This design comes from an exercise in tuning for small area on the open sky130 flow, not from production work. Function was checked by simulation only, so behaviour that the tests miss may differ from the original. Power and IR drop assume default switching activity.

$ cat flow/design.v
package dcm_ctrl_pkg;
  localparam int NUM_CH      = 6;
  localparam int POS_W       = 24;
  localparam int PWM_DIV     = 4;
  localparam int STATUS_BASE = 0;
  localparam int CTRL_BASE   = 64;
  localparam int CH_STRIDE   = 4;
  localparam int FLAG_FAULT  = 0;
  localparam int FLAG_OTW    = 1;
  localparam int FLAG_AT     = 2;
  localparam int FLAG_MOV    = 3;
  typedef enum logic [1:0] {S_IDLE, S_CMD, S_DATA} spi_state_e;
endpackage
import dcm_ctrl_pkg::*;
module dcm_channel
(
  input  logic             clk,
  input  logic             reset,
  input  logic             pulse_i,
  input  logic             fault_i,
  input  logic             otw_i,
  input  logic             wr_en_i,
  input  logic [1:0]       wr_idx_i,
  input  logic [7:0]       wr_data_i,
  input  logic [7:0]       speed_i,
  input  logic [POS_W-1:0] target_i,
  input  logic [7:0]       pwm_cnt_i,
  output logic [31:0]      status_o,
  output logic             left_o,
  output logic             right_o,
  output logic             fault_o
);
  logic [2:0] pulse_q;
  logic [1:0] fault_s_q, otw_s_q, dir_q, dir_d;
  logic fault_q, fault_d, otw_q, otw_d, at, drive, pwm, rise, wf;
  logic [3:0] hi_q, hi_d;
  logic [7:0] flags;
  logic [POS_W-1:0] pos_q, pos_d, cnt, err;
  always_comb begin
    err = target_i - pos_q;
    at = pos_q == target_i;
    drive = |speed_i && !fault_q && !at;
    pwm = pwm_cnt_i < speed_i;
    right_o = drive & ~err[POS_W-1] & pwm;
    left_o = drive & err[POS_W-1] & pwm;
    rise = pulse_q[1] & ~pulse_q[2];
    dir_d = drive ? {1'b1, ~err[POS_W-1]} : dir_q;
    cnt = (rise && dir_q[1]) ? (dir_q[0] ? pos_q + 1'b1 : pos_q - 1'b1) : pos_q;
    pos_d = {(wr_en_i && wr_idx_i == 2'd1) ? wr_data_i : cnt[23:16],
             (wr_en_i && wr_idx_i == 2'd2) ? wr_data_i : cnt[15:8],
             (wr_en_i && wr_idx_i == 2'd3) ? wr_data_i : cnt[7:0]};
    wf = wr_en_i && wr_idx_i == 2'd0;
    fault_d = (wf ? wr_data_i[FLAG_FAULT] : fault_q) | fault_s_q[1];
    otw_d = (wf ? wr_data_i[FLAG_OTW] : otw_q) | otw_s_q[1];
    hi_d = wf ? wr_data_i[7:4] : hi_q;
    flags = {hi_q, 4'b0000};
    flags[FLAG_FAULT] = fault_q;
    flags[FLAG_OTW] = otw_q;
    flags[FLAG_AT] = at;
    flags[FLAG_MOV] = drive;
    status_o = {flags, pos_q};
    fault_o = fault_q;
  end
  always_ff @(posedge clk or negedge reset) begin
    if (!reset) begin
      pulse_q <= '0;
      fault_s_q <= '0;
      otw_s_q <= '0;
      dir_q <= '0;
      fault_q <= 1'b0;
      otw_q <= 1'b0;
      hi_q <= '0;
      pos_q <= '0;
    end else begin
      pulse_q <= {pulse_q[1:0], pulse_i};
      fault_s_q <= {fault_s_q[0], fault_i};
      otw_s_q <= {otw_s_q[0], otw_i};
      dir_q <= dir_d;
      fault_q <= fault_d;
      otw_q <= otw_d;
      hi_q <= hi_d;
      pos_q <= pos_d;
    end
  end
endmodule
import dcm_ctrl_pkg::*;
module dcm_ctrl
(
  input  logic              clk,
  input  logic              reset,
  input  logic              spi_ss,
  input  logic              spi_clk,
  input  logic              spi_mosi,
  output logic              spi_miso,
  output logic [NUM_CH-1:0] motor_left,
  output logic [NUM_CH-1:0] motor_right,
  output logic [NUM_CH-1:0] motor_reset,
  input  logic [NUM_CH-1:0] motor_pulse,
  input  logic [NUM_CH-1:0] motor_fault,
  input  logic [NUM_CH-1:0] motor_otw
);
  localparam int DIV_W = $clog2(PWM_DIV);
  localparam logic [6:0] ST_END = 7'(STATUS_BASE + NUM_CH * CH_STRIDE);
  dcm_ctrl_pkg::spi_state_e st_q;
  dcm_ctrl_pkg::spi_state_e st_d;
  logic [1:0] ss_q, mosi_q;
  logic [2:0] sck_q, cnt_q, cnt_d;
  logic [6:0] rx_q, rx_d, addr_q, addr_d;
  logic [7:0] sh_q, sh_d, full, rd_byte, pwm_q;
  logic rw_q, rw_d, miso_q, miso_d, load_q, load_d, wr_en, snap_en, st_wr, run_q, ss_s, rise, fall;
  logic [DIV_W-1:0] div_q;
  logic [7:0] mem_q [128];
  logic [31:0] snap_q [NUM_CH];
  logic [31:0] status [NUM_CH];
  logic [NUM_CH-1:0] fault;
  assign ss_s = ss_q[1];
  assign rise = sck_q[1] & ~sck_q[2];
  assign fall = ~sck_q[1] & sck_q[2];
  assign full = {rx_q, mosi_q[1]};
  assign st_wr = wr_en && addr_q >= 7'(STATUS_BASE) && addr_q < ST_END;
  assign rd_byte = (addr_q >= 7'(STATUS_BASE) && addr_q < ST_END) ?
                   snap_q[addr_q[4:2]][{~addr_q[1:0], 3'b000} +: 8] : mem_q[addr_q];
  assign spi_miso = miso_q;
  assign motor_reset = fault | {NUM_CH{~run_q}};
  always_comb begin
    st_d = st_q;
    cnt_d = cnt_q;
    rx_d = rx_q;
    rw_d = rw_q;
    addr_d = addr_q;
    sh_d = load_q ? rd_byte : sh_q;
    miso_d = miso_q;
    load_d = 1'b0;
    wr_en = 1'b0;
    snap_en = 1'b0;
    if (ss_s) begin
      st_d = S_IDLE;
      cnt_d = '0;
      sh_d = '0;
      miso_d = 1'b0;
    end else begin
      if (st_q == S_IDLE) st_d = S_CMD;
      if (fall) begin
        miso_d = sh_q[7];
        sh_d = {sh_q[6:0], 1'b0};
      end
      if (rise) begin
        rx_d = full[6:0];
        cnt_d = cnt_q + 3'd1;
        if (cnt_q == 3'd7 && st_q == S_DATA) begin
          wr_en = rw_q;
          addr_d = addr_q + 7'd1;
          load_d = ~rw_q;
        end else if (cnt_q == 3'd7) begin
          rw_d = full[7];
          addr_d = full[6:0];
          st_d = S_DATA;
          load_d = ~full[7];
          snap_en = 1'b1;
        end
      end
    end
  end
  always_ff @(posedge clk or negedge reset) begin
    if (!reset) begin
      ss_q <= 2'b11;
      sck_q <= 3'b111;
      mosi_q <= '0;
      st_q <= S_IDLE;
      cnt_q <= '0;
      rx_q <= '0;
      rw_q <= 1'b0;
      addr_q <= '0;
      sh_q <= '0;
      miso_q <= 1'b0;
      load_q <= 1'b0;
      div_q <= '0;
      pwm_q <= '0;
      run_q <= 1'b0;
    end else begin
      ss_q <= {ss_q[0], spi_ss};
      sck_q <= {sck_q[1:0], spi_clk};
      mosi_q <= {mosi_q[0], spi_mosi};
      st_q <= st_d;
      cnt_q <= cnt_d;
      rx_q <= rx_d;
      rw_q <= rw_d;
      addr_q <= addr_d;
      sh_q <= sh_d;
      miso_q <= miso_d;
      load_q <= load_d;
      div_q <= (div_q == DIV_W'(PWM_DIV - 1)) ? '0 : div_q + 1'b1;
      pwm_q <= pwm_q + 8'(div_q == DIV_W'(PWM_DIV - 1));
      run_q <= 1'b1;
    end
  end
  always_ff @(posedge clk or negedge reset) begin
    if (!reset) begin
      for (int i = 0; i < 128; i++) mem_q[i] <= '0;
      for (int i = 0; i < NUM_CH; i++) snap_q[i] <= '0;
    end else begin
      if (wr_en) mem_q[addr_q] <= full;
      if (snap_en) for (int i = 0; i < NUM_CH; i++) snap_q[i] <= status[i];
    end
  end
  for (genvar n = 0; n < NUM_CH; n++) begin : g_ch
    dcm_channel u_ch (
      .clk       (clk),
      .reset     (reset),
      .pulse_i   (motor_pulse[n]),
      .fault_i   (motor_fault[n]),
      .otw_i     (motor_otw[n]),
      .wr_en_i   (st_wr && addr_q[4:2] == 3'(n)),
      .wr_idx_i  (addr_q[1:0]),
      .wr_data_i (full),
      .speed_i   (mem_q[CTRL_BASE + CH_STRIDE * n]),
      .target_i  ({mem_q[CTRL_BASE + CH_STRIDE * n + 1], mem_q[CTRL_BASE + CH_STRIDE * n + 2],
                   mem_q[CTRL_BASE + CH_STRIDE * n + 3]}),
      .pwm_cnt_i (pwm_q),
      .status_o  (status[n]),
      .left_o    (motor_left[n]),
      .right_o   (motor_right[n]),
      .fault_o   (fault[n])
    );
  end
endmodule
$ cat flow/constraint.sdc
create_clock -name core_clock -period 10.0 [get_ports {clk}]
set_input_delay 2.0000 -clock core_clock [delete_from_list [all_inputs] [get_ports {clk}]]
set_output_delay 2.0000 -clock core_clock [all_outputs]
set_load 0.01 [all_outputs]
$ cat flow/run.sh
#!/bin/bash
# synth_recipe.tcl (not shown) runs the flow's synth.tcl, then flattens the netlist and writes it again
# the make line also repeats each setting of config.mk as NAME=value (left out here)
make -C /OpenROAD-flow-scripts/flow DESIGN_CONFIG=/design/flow/config.mk WORK_HOME=/design/flow/orfs CLKGATE_MAP_FILE= SYNTH_SCRIPT=/design/flow/synth_recipe.tcl finish
$ cat flow/config.mk
export PLATFORM = sky130hd
export DESIGN_NAME = dcm_ctrl
export DESIGN_NICKNAME = dcm_ctrl
export VERILOG_FILES = /design/flow/design.v
export SDC_FILE = /design/flow/constraint.sdc
export NUM_CORES = 4
export LEC_CHECK = 0
export CAP_MARGIN = 20
export CORE_MARGIN = 2
export CORE_UTILIZATION = 45
export SLEW_MARGIN = 20
==> run notes <==
The flow ran to the end and the layout has no timing, DRC or antenna violations. Counting instances, the worst hold path has a depth of 0. The core region is 167,000 µm². The simple-gate portion of the synthesized area is 0.107.

The cell sitting at the root of the clock tree is a sky130_fd_sc_hd__clkbuf_16. The final hold violation count is 0, and the post-synthesis async set-or-reset flop share is 1.00. The clock slew at the register clock pins of the worst setup and hold paths works out to 0.06 ns.

Gates resized during post-CTS repair numbered 0. The worst flop-to-flop path endpoint was sh_q[0]$_DFFE_PN0P_. The die covers 172,000 µm². Cell with the biggest individual delay on the critical path: sky130_fd_sc_hd__dfrtp_1. The sequential share of power was 0.445. The headroom to the max-slew limit came out at 0.130. The first global-routing pass estimated 478 mm of wire.

The number of enable-type register cells in the synthesized netlist was 0; the initial core utilization was 0.453. The number of setup buffers added after CTS is 0. The cell occurring most often along the worst timing path is sky130_fd_sc_hd__a21o_1. The number of cells produced by synthesis is 7,007, and the synthesized-area fraction occupied by adder cells is 0.0551.

The cts-stage hold buffer count was 0. The leading cell type in the layout, fill and taps excluded was sky130_fd_sc_hd__dfrtp_1. The setup slack of the worst register-to-register path was 4.52 ns; the delay of the slowest cell on the worst path was 0.62 ns. The maximum number of pins on one net before global-route repair is 177, and the fraction of the mapped netlist area in compound gates is 0.146. Leaving out fill and tap cells, the most frequent cells in the layout are sky130_fd_sc_hd__dfrtp_1 (1,483), sky130_fd_sc_hd__mux2_2 (947), sky130_fd_sc_hd__nand2_1 (783). The setup-violating endpoint count in the final report was 0; the overall power was 13.9 mW. Setup repair after global routing left no endpoint under its margin. Relative contribution of the clock network to total power: 0.484. The routed length per instance is 36.8 µm, and the vertical extent of the die is 414 µm. The highest metal layer carrying signal wires in the routed design is met5. The initial antenna violation count is 34. The internal portion of the total power is 10.1 mW.

The port buffer count came out at 41. The critical path data required time was 8.00 ns. Summed over all instances, the cell type with the most area after synthesis is sky130_fd_sc_hd__dfrtp_1.

The number of cell rows was 150. The violation count after the first detailed-routing iteration is 8,610. The logs give 0.0547 ns for the clock skew after layout and 15,035 for the number of inserted filler cells in the final layout.

Across all layers, the routed design uses 62,167 vias. The logs give 7,421 for the net count of the finished layout and 140 mm for the detailed-routed wire length on met2. The cell family contributing the most delay on the critical path is compound AO/OA/AOI/OAI gates. Final weighted congestion of routability-driven global placement: 1.09.

TritonCTS built the clock tree. The final wirelength came out at 346 mm. For the sequential cell area, the log shows 37,500 µm². Dividing the synthesized area by the synthesized cell count gives 10.8 µm². The run gives 0.218 mV as the maximum vdd drop. Data on the critical path arrives at its endpoint at 4.31 ns.

The global-route total usage across every layer came out at 0.398. For the routed metal-1 wire length, the log shows 137 mm. The critical path starts at mem_q[80][1]$_DFFE_PN0P_.

The run gives 0 as the number of max-slew violations in the final report. Counting the buffers created by CTS gives 169. The power per standard cell area was 163 nW/µm²; the number of non-filler instances in the completed layout was 9,416. Synthesis instantiated 86 different standard cells from the library. For the finished layout, the period the worst path requires is 6.31 ns. After synthesis the netlist holds a flip-flop and latch count of 1,498.

The critical path goes through inv_1 > ha_1 > a21o_1 > a21o_1 > a21o_1 > a21o_1 > a21oi_1 > nor2b_1 > o21ai_1 > nand2_1 > a21oi_1 > clkdlybuf4s50_1. The run gives 4 as the number of H-tree branching levels. The clock reaches the later pin of the worst-skew pair after 0.86 ns. The net switching power figure was 3.82 mW; the leakage power was 41.1 nW. The number of cells on the worst reg-to-reg path is 12. The switching portion of total power works out to 0.274. The origin of the critical flop-to-flop path is addr_q[5]$_DFFE_PN0P_. For the pin with the worst max-slew slack, the measured transition is 1.30 ns. The logs give 43.6 mm for the routed length on met3 and 0 for the remaining global-route overflow. 42 I/O pins were placed. The multiplexer share of the synthesized area was 0.151; the net count after synthesis was 7,360. In the routed design, unresolved DRC markers number 0. Timing would allow up to 159 MHz.

Ranked by total cell area, the synthesized netlist is headed by sky130_fd_sc_hd__dfrtp_1 (49%), sky130_fd_sc_hd__mux2_2 (14%), sky130_fd_sc_hd__ha_1 (5.4%). The path with the worst hold slack has its endpoint at g_ch[2].u_ch.otw_s_q[1]$_DFF_PN0_. The reported max-cap violation count came out at 0. The classification of the worst setup path is reg2out. The tools report the via count of the first global-routing pass as 58,461. The tools report the hold path startpoint as g_ch[2].u_ch.otw_s_q[0]$_DFF_PN0_. Main combinational cell family by area after synthesis: multiplexers.

The fraction of the yosys area taken by sequential cells is 0.495. The share of the clock period used by the worst path was 0.631; the cell total after placement was 9,097. The clock passes through at most 3 buffers. In this run the worst hold path is classified as reg2reg.

The fraction of layout instances using a drive strength above 1 was 0.215; the part of the power in combinational logic was 0.071. The run gives 0.510 as the post-layout utilization of the core. The sort of element at the end of the critical path is a primary output. After synthesis the cells add up to 75,800 µm².

CTS sink count: 1,498. The antenna violation net count after detailed routing came out at 0. The number of warnings issued by yosys was 7; the growth of design area from synthesis to finish was 12.6%. In the routed layout, each cell is associated on average with a via count of 6.60. The multi-input combinational cells in the finished layout cover a total of 36,100 µm². Accumulated negative setup slack: 0 ns. The share of the synthesized area in the top cell type is 0.493, and the die outline width is 414 µm.

For this run, the leading register cell type out of synthesis is sky130_fd_sc_hd__dfrtp_1. The number of buffers and inverters on the critical path is 2. For this run, the detailed router's first-pass iteration total came to 6.

Summed over all nets, the half-perimeter wirelength after detailed placement is 246 mm. The maximum fanout encountered on the critical timing path was 4; the synthesized-area fraction occupied by xor and xnor cells was 0.0149. The worst setup path is launched from a register.
[state kept, by name, summed over array words and instances, names as in the netlist, 6 cells and up]
name / cells
g_ch.u_ch.fault_q: 6
pwm_q: 8
g_ch.u_ch.pulse_q: 18
g_ch.u_ch.dir_q: 12
mem_q: 1024
g_ch.u_ch.otw_q: 6
g_ch.u_ch.hi_q: 24
g_ch.u_ch.pos_q: 144
addr_q: 7
rx_q: 7
g_ch.u_ch.otw_s_q: 12
g_ch.u_ch.fault_s_q: 12
snap_q: 192
sh_q: 8
[worst max path at each step]
stage,to,slack [ns],depth (start not counted)
floorplan,motor_right[3],5.65,13
global placement,motor_right[4],4.29,12
detailed placement,motor_right[4],4.37,12
CTS,motor_right[4],3.42,12
global route,motor_left[4],3.52,12
finish,motor_right[4],3.69,12
[cell families (layout without fill, tap and decap cells)]
group,count (synthesis),count (layout)
AOI/OAI and AO/OA,1689,1689
xor gates and xnor gates,129,129
adders and majority gates,330,330
buffers and inverters,582,779
DFF,1498,1498
muxes,1022,1022
other,1,9
and+or+nand+nor,1756,1756
[stage by stage]
| stage | setup WS [ns] | area (µm²) | hold WS [ns] |
|---|---|---|---|
| finish | 3.69 | 85300 | 0.342 |
| global route | 3.52 | 85300 | 0.344 |
| CTS | 3.42 | 85200 | 0.347 |
| detailed placement | 4.37 | 79200 | 0.337 |
| global placement | 4.29 | 79200 | 0.335 |
| floorplan | 5.65 | 75800 | 0.331 |
[synthesized netlist by cell type, types with 41 or more instances]
| cell | n |
|---|---|
| sky130_fd_sc_hd__a21o_1 | 121 |
| sky130_fd_sc_hd__a21oi_1 | 329 |
| sky130_fd_sc_hd__a221oi_1 | 50 |
| sky130_fd_sc_hd__a22o_1 | 51 |
| sky130_fd_sc_hd__a22oi_1 | 387 |
| sky130_fd_sc_hd__clkbuf_1 | 264 |
| sky130_fd_sc_hd__dfrtp_1 | 1493 |
| sky130_fd_sc_hd__ha_1 | 324 |
| sky130_fd_sc_hd__inv_1 | 237 |
| sky130_fd_sc_hd__mux2_2 | 947 |
| sky130_fd_sc_hd__mux2i_1 | 72 |
| sky130_fd_sc_hd__nand2_1 | 786 |
| sky130_fd_sc_hd__nand2b_1 | 44 |
| sky130_fd_sc_hd__nand3_1 | 81 |
| sky130_fd_sc_hd__nand4_1 | 109 |
| sky130_fd_sc_hd__nor2_1 | 401 |
| sky130_fd_sc_hd__nor3_1 | 60 |
| sky130_fd_sc_hd__nor4_1 | 55 |
| sky130_fd_sc_hd__o211ai_1 | 41 |
| sky130_fd_sc_hd__o21a_1 | 51 |
| sky130_fd_sc_hd__o21ai_0 | 446 |
| sky130_fd_sc_hd__xnor2_1 | 59 |
| sky130_fd_sc_hd__xor2_1 | 70 |
[final cells by class]
class | instances | share of cell area
multi-input cells | 4927 | 0.423
clock buffers | 240 | 0.0576
diodes | 8 | 0.000235
well taps | 2204 | 0.0323
clock inverters | 67 | 0.0126
repair buffers | 233 | 0.0235
flip-flops and latches | 1498 | 0.440
inverters | 239 | 0.0105
[worst reg2reg max path: stages (launching register included)]
cell and delay (ns):
sky130_fd_sc_hd__dfrtp_1 0.65, sky130_fd_sc_hd__nand2b_1 0.60, sky130_fd_sc_hd__buf_4 0.54, sky130_fd_sc_hd__nor2_1 0.10
sky130_fd_sc_hd__buf_4 0.29, sky130_fd_sc_hd__a22oi_1 1.02, sky130_fd_sc_hd__nand4_1 0.20, sky130_fd_sc_hd__nor3_1 0.57
sky130_fd_sc_hd__nand4b_1 0.31, sky130_fd_sc_hd__a2111oi_0 0.61, sky130_fd_sc_hd__o2111ai_1 0.19, sky130_fd_sc_hd__a31oi_1 0.20
sky130_fd_sc_hd__nor3_1 0.06
[power by group through the flow]
stage / clock network, mW / logic (mW) / registers [mW]
after detailed placement: 0 / 0.979 / 6.31
after global placement: 0 / 0.976 / 6.31
after global routing: 7.03 / 1.00 / 6.20
after floorplan: 0 / 0.410 / 6.21
final: 6.75 / 0.995 / 6.20
after CTS: 6.79 / 0.980 / 6.20
[layer usage]
layer | up-vias | track usage
met1 | 31594 | 0.526
li1 | 25694 | -
met4 | 28 | 0.249
met3 | 970 | 0.146
met5 | - | 0
met2 | 3881 | 0.549

## re-timing with driven ports
No port has a modelled driver above. Below, the same layout with a new extraction and two added sets of constraints.
Step 1, drivers: a clkbuf_16 drives clk and a buf_2 each remaining input, both assumed.
Step 2 also shifts input and output timing later by t, the mid clock arrival at the registers, as if the neighbouring blocks saw the same clock.
Three values: ideal ports, drivers, drivers and shift; two values: the first two.
shift t [ns]: 0.916
slack for setup (ns): 3.692 / 3.607 / 4.517
worst setup path at the end: register to register
worst data-port slew with drivers (ns): 0.08
pins driven straight from the clock port: 1
After both steps this run still meets setup and hold. The setup slack of this run moves by -0.085 ns with the drivers and by +0.825 ns with both steps.
